What follows belongs to an exercise in optimizing a design on an open flow for small area and a short achievable clock period; a production flow would make more cautious choices.
The RTL was checked by simulation tests, not by an equivalence proof against the original design.
Power figures rest on the tool's default switching activity, not on a simulated workload.

==> flow/design.v <==
`timescale 1ns/1ps
module hubris_lite
(
    input  logic        clk,
    input  logic        reset,
    input  logic        inst_valid,
    input  logic [31:0] inst,
    input  logic        io_output_en,
    output logic [7:0]  io_output_data,
    output logic [31:0] io_buffer_size_avai
);
    logic [6:0] opc;
    logic [2:0] f3;
    logic [6:0] f7;
    logic [4:0] rs1, rs2, rd;
    logic is_opimm, is_op, is_lui, is_load, is_store;
    logic d_add, d_slt, d_xor, d_or, d_and, d_sll, d_srl, d_lw, d_sw;
    logic d_cin, d_we;
    assign opc = inst[6:0];
    assign f3  = inst[14:12];
    assign f7  = inst[31:25];
    assign rs1 = inst[19:15];
    assign rs2 = inst[24:20];
    assign rd  = inst[11:7];
    assign is_opimm = (opc == 7'b0010011);
    assign is_op    = (opc == 7'b0110011);
    assign is_lui   = (opc == 7'b0110111);
    assign is_load  = (opc == 7'b0000011);
    assign is_store = (opc == 7'b0100011);
    logic f7z, f7s;
    assign f7z = (f7 == 7'b0000000);
    assign f7s = (f7 == 7'b0100000);
    assign d_add = (is_opimm && f3 == 3'b000) ||
                   (is_op && f3 == 3'b000 && (f7z || f7s)) ||
                   is_lui;
    assign d_slt = f3 == 3'b010 && (is_opimm || (is_op && f7z));
    assign d_xor = f3 == 3'b100 && (is_opimm || (is_op && f7z));
    assign d_or  = f3 == 3'b110 && (is_opimm || (is_op && f7z));
    assign d_and = f3 == 3'b111 && (is_opimm || (is_op && f7z));
    assign d_sll = f3 == 3'b001 && (is_opimm || is_op) && f7z;
    assign d_srl = f3 == 3'b101 && (is_opimm || is_op) && f7z;
    assign d_lw  = is_load && f3 == 3'b010;
    assign d_sw  = is_store && (f3 == 3'b000 || f3 == 3'b010);
    assign d_cin = (is_op && f7[5]) || ((is_op || is_opimm) && f3 == 3'b010);
    assign d_we  = (d_add | d_slt | d_xor | d_or | d_and | d_sll | d_srl | d_lw) && rd != 5'd0;
    logic        e_add, e_slt, e_xor, e_or, e_and, e_sll, e_srl, e_lw, e_sw;
    logic        e_cin, e_we;
    logic [4:0]  e_rd;
    logic [31:0] e_a, e_b;
    logic [7:0]  e_sd;
    logic [4:0]  e_sh;
    logic [31:0] regs [1:31];
    logic [31:1] rv;
    logic [31:0] result;
    logic        w_we;
    logic [4:0]  w_rd;
    logic [31:0] w_q;
    logic [31:1] sel1, sel2, wsel;
    always_comb begin
        for (int i = 1; i < 32; i++) begin
            sel1[i] = (rs1 == 5'(i)) && rv[i];
            sel2[i] = (rs2 == 5'(i)) && rv[i];
            wsel[i] = w_we && (w_rd == 5'(i));
        end
    end
    always_ff @(posedge clk) begin
        for (int i = 1; i < 32; i++) begin
            if (wsel[i]) regs[i] <= ~w_q;
        end
        if (reset) rv <= '0;
        else       rv <= rv | wsel;
        w_we <= e_we && !reset;
        w_rd <= e_rd;
        w_q  <= result;
    end
    logic [31:0] r1, r2;
    always_comb begin
        r1 = '0;
        r2 = '0;
        for (int i = 1; i < 32; i++) begin
            r1 = r1 | ({32{sel1[i]}} & ~regs[i]);
            r2 = r2 | ({32{sel2[i]}} & ~regs[i]);
        end
    end
    logic be1, be2, bw1, bw2;
    logic [31:0] u1, u2, v2, imm;
    logic [31:0] u1_rev, res_rev;
    assign be1 = e_we && (e_rd == rs1);
    assign be2 = e_we && (e_rd == rs2);
    assign bw1 = w_we && (w_rd == rs1);
    assign bw2 = w_we && (w_rd == rs2);
    assign u1  = bw1 ? w_q : r1;
    assign u2  = bw2 ? w_q : r2;
    assign v2  = be2 ? result : u2;
    always_comb begin
        for (int i = 0; i < 32; i++) begin
            u1_rev[i]  = u1[31-i];
            res_rev[i] = result[31-i];
        end
    end
    logic [31:0] a_next;
    always_comb begin
        a_next = ({32{ be1 && !d_sll}} & result)
               | ({32{ be1 &&  d_sll}} & res_rev)
               | ({32{!be1 && !d_sll}} & u1)
               | ({32{!be1 &&  d_sll}} & u1_rev);
        if (is_lui) a_next = '0;
    end
    always_comb begin
        if (is_lui)        imm = {inst[31:12], 12'b0};
        else if (is_store) imm = {{20{inst[31]}}, inst[31:25], inst[11:7]};
        else               imm = {{20{inst[31]}}, inst[31:20]};
    end
    always_ff @(posedge clk) begin
        if (reset || !inst_valid) begin
            {e_add, e_slt, e_xor, e_or, e_and, e_sll, e_srl, e_lw, e_sw, e_we} <= '0;
        end else begin
            {e_add, e_slt, e_xor, e_or, e_and, e_sll, e_srl, e_lw, e_sw, e_we} <=
                {d_add, d_slt, d_xor, d_or, d_and, d_sll, d_srl, d_lw, d_sw, d_we};
        end
        e_cin <= d_cin;
        e_rd  <= rd;
        e_a   <= a_next;
        e_b   <= (is_op ? v2 : imm) ^ {32{d_cin}};
        e_sd  <= v2[7:0];
        e_sh  <= is_op ? v2[4:0] : imm[4:0];
    end
    logic [31:0] sum;
    logic [32:0] sum33;
    assign sum33 = {e_a, 1'b1} + {e_b, e_cin};
    assign sum   = sum33[32:1];
    logic slt;
    assign slt = (e_a[31] == e_b[31]) ? e_a[31] : sum[31];
    logic [31:0] sh_out, sh_rev;
    assign sh_out = e_a >> e_sh;
    always_comb begin
        for (int i = 0; i < 32; i++) sh_rev[i] = sh_out[31-i];
    end
    logic [31:0] need_c, gen_c;
    logic        m_rest, m_lw, m_sw;
    always_comb begin
        for (int i = 0; i < 32; i++) begin
            if (i == 31) begin
                need_c[i] = ~(e_a[i] ^ e_b[i]);
                gen_c[i]  = e_a[i] & e_b[i];
            end else begin
                need_c[i] = e_a[i] ^ e_b[i];
                gen_c[i]  = e_a[i] | e_b[i];
            end
        end
        m_rest = !need_c[0];
        for (int i = 1; i < 32; i++) begin
            if (i != 2 && i != 3) m_rest = m_rest && (need_c[i] == gen_c[i-1]);
        end
    end
    assign m_lw = m_rest && (need_c[2] == gen_c[1]) && (need_c[3] == gen_c[2]);
    assign m_sw = m_rest && (need_c[2] != gen_c[1]) && (need_c[3] == (e_a[2] & e_b[2]));
    logic [5:0] free;
    always_comb begin
        result = ({32{e_add}} & sum)
               | ({32{e_slt}} & {31'b0, slt})
               | ({32{e_xor}} & (e_a ^ e_b))
               | ({32{e_or}}  & (e_a | e_b))
               | ({32{e_and}} & (e_a & e_b))
               | ({32{e_srl}} & sh_out)
               | ({32{e_sll}} & sh_rev)
               | ({32{e_lw && m_lw}} & {26'b0, free});
    end
    logic [7:0] mem [32];
    logic [4:0] wp, rp, rp1;
    logic       full, empty, one;
    logic       push, pop;
    logic [7:0] head;
    assign full  = (free == 6'd0);
    assign empty = free[5];
    assign one   = (free == 6'd31);
    assign push  = e_sw && m_sw && !full;
    assign pop   = io_output_en && !empty;
    always_ff @(posedge clk) begin
        for (int j = 0; j < 32; j++) begin
            if (!full && wp == 5'(j)) mem[j] <= e_sd;
        end
    end
    logic [7:0] next_byte;
    always_comb begin
        next_byte = '0;
        for (int j = 0; j < 32; j++) begin
            next_byte = next_byte | ({8{rp1 == 5'(j)}} & mem[j]);
        end
    end
    logic [5:0] free_m1, free_p1;
    logic [4:0] wp1;
    always_comb begin
        logic ci, bi, cw, cr;
        ci = 1'b1;
        bi = 1'b1;
        for (int i = 0; i < 6; i++) begin
            free_p1[i] = free[i] ^ ci;
            free_m1[i] = free[i] ^ bi;
            ci = ci & free[i];
            bi = bi & ~free[i];
        end
        cw = 1'b1;
        cr = 1'b1;
        for (int i = 0; i < 5; i++) begin
            wp1[i] = wp[i] ^ cw;
            rp1[i] = rp[i] ^ cr;
            cw = cw & wp[i];
            cr = cr & rp[i];
        end
    end
    always_ff @(posedge clk) begin
        if (reset) begin
            wp   <= '0;
            rp   <= '0;
            free <= 6'd32;
        end else begin
            if (push) wp <= wp1;
            if (pop)  rp <= rp1;
            if (push && !pop)      free <= free_m1;
            else if (pop && !push) free <= free_p1;
        end
        if (empty || (one && io_output_en)) head <= e_sd;
        else if (pop)                       head <= next_byte;
    end
    assign io_output_data      = head;
    assign io_buffer_size_avai = {26'b0, free};
endmodule
Settings: LEC_CHECK=0, ABC_AREA=1, CAP_MARGIN=20, CORE_MARGIN=2, CORE_UTILIZATION=40, CTS_BUF_LIST=sky130_fd_sc_hd__clkbuf_16, CTS_CLUSTER_DIAMETER=150, CTS_CLUSTER_SIZE=20, SETUP_SLACK_MARGIN=3.5, SLEW_MARGIN=20; clock period 6.5 ns.
run.sh (not shown) runs the stock make flow with config.mk's settings and CLKGATE_MAP_FILE= SYNTH_SCRIPT=/design/flow/synth_recipe.tcl, a recipe that flattens the netlist after the stock synthesis.
The first run finished but failed the layout checks on antenna violations.
Rerun with:
--- a/flow/design.v
+++ b/flow/design.v
@@ -66,5 +66,5 @@
     always_ff @(posedge clk) begin
         for (int i = 1; i < 32; i++) begin
-            if (wsel[i]) regs[i] <= ~w_q;
+            if (wsel[i]) regs[i] <= w_q;
         end
         if (reset) rv <= '0;
@@ -79,6 +79,6 @@
         r2 = '0;
         for (int i = 1; i < 32; i++) begin
-            r1 = r1 | ({32{sel1[i]}} & ~regs[i]);
-            r2 = r2 | ({32{sel2[i]}} & ~regs[i]);
+            r1 = r1 | ({32{sel1[i]}} & regs[i]);
+            r2 = r2 | ({32{sel2[i]}} & regs[i]);
         end
     end
Now the flow passed the timing, DRC and antenna checks.
Clock power went up by about 0.9%.
Setup slack improves by 0.054 ns.
Power went down by 0.36%.
Cell area falls by 0.74%.
Clock skew came out higher by 0.023 ns.

re-timing with driven ports:
No port has a modelled driver above. Below, the same layouts with a new extraction and two added sets of constraints.
Step 1 assumes that a clkbuf_16 drives the clock port and a buf_2 every other input.
Step 2 moves the port delays by t, midway between the first and last clock arrival at a register: inputs arrive t later, outputs are due t later. That takes back most of the time a late clock gives input paths.
Three values: no drivers, after step 1, after step 2; two values: the first two.
run | t, ns | slack for setup (ns) | cell pins on the clock port's net
the first run | 0.852 | 3.357 / 3.328 / 2.476 | 1
the second run | 0.857 | 3.410 / 3.410 / 2.557 | 1
The setup slack of the first run, which loses most, moves by -0.029 ns with the drivers and by -0.881 ns with both steps.
